Context: an optimization exercise on an open-source flow, tuned for small area, a short achievable clock period and few clock cycles per item. The choices shown serve that exercise and are no tape-out recipe. The RTL was checked by simulation tests, not by an equivalence proof against the original design. Power figures rest on the tool's default switching activity, not on a simulated workload.

Setup of lane 1:
// touch_median_calibrate_map
module touch_median_calibrate_map #(
  parameter int RAW_BITS = 12
) (
  input  logic                                  clk,
  input  logic                                  rst_n,
  input  logic                                  in_tvalid,
  output logic                                  in_tready,
  input  logic [((3*RAW_BITS+7)/8)*8-1:0]       in_tdata,
  output logic                                  out_tvalid,
  input  logic                                  out_tready,
  output logic [23:0]                           out_tdata,
  output logic                                  out_tuser,
  input  logic                                  cfg_psel,
  input  logic                                  cfg_penable,
  input  logic                                  cfg_pwrite,
  input  logic [tmcm_pkg::CFG_ADDR_BITS-1:0]    cfg_paddr,
  input  logic [tmcm_pkg::CFG_DATA_BITS-1:0]    cfg_pwdata,
  output logic [tmcm_pkg::CFG_DATA_BITS-1:0]    cfg_prdata,
  output logic                                  cfg_pready
);
Size in the first run: about 3100 cells after synthesis, about 380 flip-flops, about 140 I/O pins.
make LEC_CHECK=0 CAP_MARGIN=20 CORE_MARGIN=2 CORE_UTILIZATION=40 SETUP_SLACK_MARGIN=2.95 SLEW_MARGIN=20 finish   # period 7.0 ns
run.sh (not shown) runs the stock make flow with config.mk's settings and CLKGATE_MAP_FILE= SYNTH_SCRIPT=/design/flow/synth_recipe.tcl, a recipe that flattens the netlist after the stock synthesis.
Testbench counts of lane 1, summed over its fixed seeds: cycles 19,520, items 6,400.
What lane 2 does differently from lane 1 at the input level:
-- flow/design.v --
<<< lane 1, line 160
  assign my = hy1_r;
  assign touched = t_r;
endmodule
module tmcm_addbk #(
  parameter int W = 13
) (
  input  logic [W-1:0] a,
  input  logic [W-1:0] b,
  input  logic         cin,
  output logic [W-1:0] s
);
  localparam int TOP = 2 ** ($clog2(W) - 1);
  logic [W-1:0] g, p, gg, pp;
  always_comb begin
    g  = a & b;
    p  = a ^ b;
    gg = g;
    pp = p;
    gg[0] = g[0] | (p[0] & cin);
    for (int d = 1; d < W; d = d * 2)
      for (int i = 2 * d - 1; i < W; i = i + 2 * d) begin
        gg[i] = gg[i] | (pp[i] & gg[i-d]);
        pp[i] = pp[i] & pp[i-d];
      end
    for (int d = TOP; d >= 1; d = d / 2)
      for (int i = 3 * d - 1; i < W; i = i + 2 * d) begin
        gg[i] = gg[i] | (pp[i] & gg[i-d]);
        pp[i] = pp[i] & pp[i-d];
      end
    s = p ^ {gg[W-2:0], cin};
  end
endmodule
module tmcm_mulcsa #(
>>> lane 2, line 160
  assign my = hy1_r;
  assign touched = t_r;
endmodule
module tmcm_mulcsa #(
<<< lane 1, line 373
  assign low_z_eff = (wr_en && cfg_paddr[4:2] == tmcm_pkg::REG_ORIENT) ?
                     cfg_pwdata[tmcm_pkg::FLG_LOW_Z] : orient[tmcm_pkg::FLG_LOW_Z];
  logic sure;
  assign sure = ~(v_r[9] & out_valid_r);
  always_comb begin
    case (phase)
      2'd0:    in_tready = 1'b1;
      2'd1:    in_tready = ~v_r[1] & (~v_r[2] | sure);
      default: in_tready = ~(v_r[1] | v_r[2]) & sure;
    endcase
  end
>>> lane 2, line 344
  assign low_z_eff = (wr_en && cfg_paddr[4:2] == tmcm_pkg::REG_ORIENT) ?
                     cfg_pwdata[tmcm_pkg::FLG_LOW_Z] : orient[tmcm_pkg::FLG_LOW_Z];
  always_comb begin
    case (phase)
      2'd0:    in_tready = 1'b1;
      2'd1:    in_tready = ~v_r[1] & (~v_r[2] | adv);
      default: in_tready = ~(v_r[1] | v_r[2]) & adv;
    endcase
  end
<<< lane 1, line 414
  logic [RAW_BITS:0] den3_x_r, den3_y_r;
  logic              empty_x_r, empty_y_r;
  logic [RAW_BITS:0] den3_x, den3_y;
  tmcm_addbk #(.W(RAW_BITS+1)) u_span_x (
    .a ({1'b0, raw_max_x}), .b (~{1'b0, raw_min_x}), .cin (1'b1), .s (span_x));
  tmcm_addbk #(.W(RAW_BITS+1)) u_span_y (
    .a ({1'b0, raw_max_y}), .b (~{1'b0, raw_min_y}), .cin (1'b1), .s (span_y));
  tmcm_addbk #(.W(RAW_BITS+1)) u_den3_x (
    .a ({1'b0, den_x_r}), .b ({den_x_r, 1'b0}), .cin (1'b0), .s (den3_x));
  tmcm_addbk #(.W(RAW_BITS+1)) u_den3_y (
    .a ({1'b0, den_y_r}), .b ({den_y_r, 1'b0}), .cin (1'b0), .s (den3_y));
  always_ff @(posedge clk) begin
    den_x_r   <= span_x[RAW_BITS-1:0];
>>> lane 2, line 383
  logic [RAW_BITS:0] den3_x_r, den3_y_r;
  logic              empty_x_r, empty_y_r;
  assign span_x = {1'b0, raw_max_x} - {1'b0, raw_min_x};
  assign span_y = {1'b0, raw_max_y} - {1'b0, raw_min_y};
  always_ff @(posedge clk) begin
    den_x_r   <= span_x[RAW_BITS-1:0];
<<< lane 1, line 428
    empty_x_r <= span_x[RAW_BITS] | ~|span_x[RAW_BITS-1:0];
    empty_y_r <= span_y[RAW_BITS] | ~|span_y[RAW_BITS-1:0];
    den3_x_r  <= den3_x;
    den3_y_r  <= den3_y;
  end
  assign empty_x = empty_x_r;
>>> lane 2, line 390
    empty_x_r <= span_x[RAW_BITS] | ~|span_x[RAW_BITS-1:0];
    empty_y_r <= span_y[RAW_BITS] | ~|span_y[RAW_BITS-1:0];
    den3_x_r  <= {1'b0, den_x_r} + {den_x_r, 1'b0};
    den3_y_r  <= {1'b0, den_y_r} + {den_y_r, 1'b0};
  end
  assign empty_x = empty_x_r;
<<< lane 1, line 470
    end
  end
  tmcm_addbk #(.W(PW)) u_cpa (.a (ps_r), .b (pc_r), .cin (1'b0), .s (prod));
  for (genvar e = 0; e < 2; e++) begin : g_eng
    logic x_load, x_step, y_load, y_step;
>>> lane 2, line 432
    end
  end
  assign prod = ps_r + pc_r;
  for (genvar e = 0; e < 2; e++) begin : g_eng
    logic x_load, x_step, y_load, y_step;
--- outcome ---
Lane 1 → lane 2: fmax rose by 0.0016 GHz, count of clock-buffer cells in the layout went up, leakage power of the design rose by 0.52 nW, clock-cell share of area dropped 0.20 points, transition time of the tightest slew-check pin rose by 0.0050 ns. Lane 2: logic gate share of total power higher than lane 1. Final routed wirelength across all metal layers delta (lane 2 -> lane 1): insignificant.
Testbench counts of lane 2, summed over its fixed seeds: cycles 19,520, items 6,400.

[afterwards: timing with drivers on the ports]
Ports are ideal in the flow. The routed layouts listed here were re-timed in OpenROAD.
Step 1: set_driving_cell puts a clkbuf_16 on clk and a buf_2 on each other input, an assumption about the parent block.
Step 2, shift: input delay + t, output delay - t, t = (earliest + latest rising clock arrival at the registers) / 2. This alone moves slack from input paths to output paths.
a / b / c = no drivers / after step 1 / after step 2; a / b = the first two.
| run | t (ns) | setup WS [ns] | worst register clock-pin slew, ns |
|---|---|---|---|
| lane 1 | 0.637 | 2.945 / 2.895 / 2.461 | 0.07 / 0.07 |
| lane 2 | 0.651 | 2.972 / 2.921 / 2.396 | 0.07 / 0.07 |
After both steps every run listed still meets setup and hold. The setup slack of lane 2, which loses most, moves by -0.051 ns with the drivers and by -0.576 ns with both steps.
